Source: an optimization exercise on an open RTL-to-GDS flow (aim: small area, a short achievable clock period and few clock cycles per item). Production flows keep margins and buffers that such runs may drop.
RTL that was checked went through simulation tests only; none was proved equivalent to the original.
Power figures rest on the tool's default switching activity, not on a simulated workload.

==> flow/design.v (excerpt) <==
module grid_mesh_index_generator_unit (
   input  logic                              clock,
   input  logic                              reset,
   input  logic                              req_tvalid,
   output logic                              req_tready,
   input  logic [gmig_pkg::REQ_DATA_W-1:0]   req_tdata,    
   output logic                              rsp_tvalid,
   input  logic                              rsp_tready,
   output logic [gmig_pkg::RSP_DATA_W-1:0]   rsp_tdata,
   output logic [gmig_pkg::RSP_USER_W-1:0]   rsp_tuser,    
   output logic                              rsp_tlast,
   input  logic                              csr_valid,
   output logic                              csr_ready,
   input  logic [gmig_pkg::CSR_INDEX_W-1:0]  csr_index,
   input  gmig_pkg::cfg_type                 csr_wdata
);
export LEC_CHECK = 0
export ABC_AREA = 1
export CAP_MARGIN = 20
export CORE_MARGIN = 2
export CORE_UTILIZATION = 40
export CTS_BUF_LIST = sky130_fd_sc_hd__clkbuf_4 sky130_fd_sc_hd__clkbuf_8
export PLACE_DENSITY = 0.6
export SETUP_SLACK_MARGIN = 3.0
export SLEW_MARGIN = 20
export TNS_END_PERCENT = 5
create_clock -name core_clock -period 8.0 [get_ports {clock}]
standard.sh (not shown) runs the stock make flow with config.mk's settings and CLKGATE_MAP_FILE= SYNTH_SCRIPT=/design/flow/synth_recipe.tcl, a recipe that flattens the netlist after the stock synthesis.
==> flow/flow/run.sh <==
#!/bin/bash
# The standard layout, with the port buffers that ORFS inserts made from plain
# buf_2 cells instead of its default pick (a slow delay buffer).
set -euo pipefail
export BUFFER_PORTS_ARGS="-buffer_cell sky130_fd_sc_hd__buf_2"
bash standard.sh finish > standard_flow.log 2>&1
==> next run, changes <==
--- a/flow/design.v
+++ b/flow/design.v
@@ -376,32 +376,26 @@
       if (take) begin
          e_ff <= resp_ok ? (n_lr ? x : 13'd1) : 13'd0;
       end else if (chk_run) begin
          e_ff <= 13'd0;
       end
    end
    always_ff @(posedge clock) begin
       if (take) begin
          first_ff <= restart ? 1'b1 : (first_ff && !cap_q);
       end
    end
    idx_t ob, od;
-   logic [13:0] ob_lo, od_lo;
-   logic [23:13] ra_inc, rc_inc;
-   assign ob_lo  = {1'b0, ra[12:0]} + {1'b0, e_ff};
-   assign ra_inc = ra[23:13] + 11'd1;
-   assign ob     = {ob_lo[13] ? ra_inc : ra[23:13], ob_lo[12:0]};
-   assign od_lo  = {1'b0, rc[12:0]} + {1'b0, e_ff[12:1], e_ff[0] & cnt2_ff};
-   assign rc_inc = rc[23:13] + 11'd1;
-   assign od     = {od_lo[13] ? rc_inc : rc[23:13], od_lo[12:0]};
+   assign ob = ra + 24'(e_ff);
+   assign od = rc + 24'({e_ff[12:1], e_ff[0] & cnt2_ff});
    always_ff @(posedge clock) begin
       if (take && !restart && cap_q) begin
          q_ff <= ob;
       end else if (chk_run && chk_xfer) begin
          q_ff <= ob;    
       end
    end
    logic [2:0] ext_n, ext_tot;
    logic       cout_ff;
    assign ext_n   = {ext_ff[1:0], ra[23]} + {1'b0, cout_ff, 1'b0};
    assign ext_tot = ext_ff + 3'(cout_ff);
    always_ff @(posedge clock) begin
Sequential power barely changes.
Total power is lower by a few percent.
Routed wire length is lower by a few percent.
Area after synthesis is lower slightly.
Synthesized cell count is lower by a few percent.
Utilization barely changes.
Testbench counts after the change, summed over its fixed seeds: cycles 23,230, items 23,024.
Only the layout flow was run in the first run of this note; the RTL was not checked for function there.

--- another note on this design; it stands on its own ---

## grid_mesh_index_generator_unit
module grid_mesh_index_generator_unit (
   input  logic                              clock,
   input  logic                              reset,
   input  logic                              req_tvalid,
   output logic                              req_tready,
   input  logic [gmig_pkg::REQ_DATA_W-1:0]   req_tdata,    
   output logic                              rsp_tvalid,
   input  logic                              rsp_tready,
   output logic [gmig_pkg::RSP_DATA_W-1:0]   rsp_tdata,
   output logic [gmig_pkg::RSP_USER_W-1:0]   rsp_tuser,    
   output logic                              rsp_tlast,
   input  logic                              csr_valid,
   output logic                              csr_ready,
   input  logic [gmig_pkg::CSR_INDEX_W-1:0]  csr_index,
   input  gmig_pkg::cfg_type                 csr_wdata
);
   typedef logic [23:0] idx_t;
   typedef logic [11:0] cnt_t;
   gmig_pkg::cfg_type x, rows, layers;
   logic geo_good, geo_ambig;
   logic csr_hit;
   assign csr_ready = 1'b1;
   assign csr_hit   = csr_valid && (csr_index != 2'd3);
   gmig_geom u_geom (
  ...
clock: 8.0 ns
lec_check: 0
abc_area: 1
cap_margin: 20
core_margin: 2
core_utilization: 40
cts_buf_list: sky130_fd_sc_hd__clkbuf_4 sky130_fd_sc_hd__clkbuf_8
place_density: 0.6
setup_slack_margin: 3.0
slew_margin: 20
run.sh (not shown) runs the stock make flow with config.mk's settings and CLKGATE_MAP_FILE= SYNTH_SCRIPT=/design/flow/synth_recipe.tcl, a recipe that flattens the netlist after the stock synthesis.
The baseline completed without violations.
Testbench counts at the start, summed over its fixed seeds: cycles 23,230, items 23,024.
Then changed:
==> flow/flow/run.sh (new file) <==
#!/bin/bash
# The standard layout, with the port buffers that ORFS inserts made from plain
# buf_1 cells instead of its default pick (a slow delay buffer).
set -euo pipefail
export BUFFER_PORTS_ARGS="-buffer_cell sky130_fd_sc_hd__buf_1"
bash standard.sh finish > standard_flow.log 2>&1
==> flow/standard.sh (new file) <==
#!/bin/bash
# synth_recipe.tcl (not shown) runs the flow's synth.tcl, then flattens the netlist and writes it again
# the make line also repeats each setting of config.mk as NAME=value (left out here)
make -C /OpenROAD-flow-scripts/flow DESIGN_CONFIG=/design/flow/config.mk WORK_HOME=/design/flow/orfs CLKGATE_MAP_FILE= SYNTH_SCRIPT=/design/flow/synth_recipe.tcl "${@:-finish}"
TNS_END_PERCENT = 5   (was default)
removed: flow/run.sh
The new run completed without violations.
First-iteration DRC count goes down by 13%.
Wire length goes down by 2.6%.
Power goes down by 7.3%.
Die area stays the same.
Global-route usage goes down by 0.87 points.
Maximum frequency goes down by 2.5%.
Worst hold slack got worse by 0.013 ns.
Design area goes down by 8.2%.
Sequential power stays flat.
Via count goes down by 2.3%.
Then changed:
==> flow/flow/run.sh (replaced) <==
#!/bin/bash
# The standard layout, with the port buffers that ORFS inserts made from plain
# buf_2 cells instead of its default pick (a slow delay buffer).
set -euo pipefail
export BUFFER_PORTS_ARGS="-buffer_cell sky130_fd_sc_hd__buf_2"
bash standard.sh finish > standard_flow.log 2>&1
SETUP_SLACK_MARGIN = 4.0   (was 3.0)
TNS_END_PERCENT = default   (was 5)
The new run completed without violations.
Clock power fell by about 6%.
Power increases by 12%.
Count of clock-buffer cells in the layout drops by 4.
Design area climbs by about 20%.
Fmax is lower by 0.37%.
Sequential power hardly moves.
Worst setup slack gets worse by 0.019 ns.
Routed wire length increases by about 9%.
Die area stays the same.
Combinational power went up by about 50%.
Synthesized area stays the same.

[re-timing with driven ports]
How much do the figures lean on ideal ports? The routed layouts below were timed once more, with nothing changed but the port constraints. Step 1 sets driving cells, clkbuf_16 on the clock port and buf_2 on the other inputs (assumed; they add their load-dependent delay and slew). Step 2 times the ports against the registers' clock, not the clock port: input delays grow and output delays shrink by t, the midpoint of the rising clock arrivals with the driver on. Slacks: no drivers / after step 1 / after step 2; pairs: no drivers / after step 1.
run | shift t [ns] | slack for setup (ns) | worst slew at a driven data input, ns
the first run of note 1 | 0.662 | 2.955 / 2.905 / 2.593 | 0.03
the second run of note 1 | 0.653 | 2.967 / 2.915 / 2.810 | 0.03
the first run of note 2 | 0.670 | 3.001 / 2.944 / 2.755 | 0.04
the second run of note 2 | 0.669 | 2.875 / 2.821 / 2.686 | 0.04
the third run of note 2 | 0.681 | 2.855 / 2.801 / 3.282 | 0.06
After both steps every run listed still meets setup and hold. For the first run of note 1, which loses most, drivers alone change the setup slack by -0.050 ns; drivers and shift together by -0.362 ns.
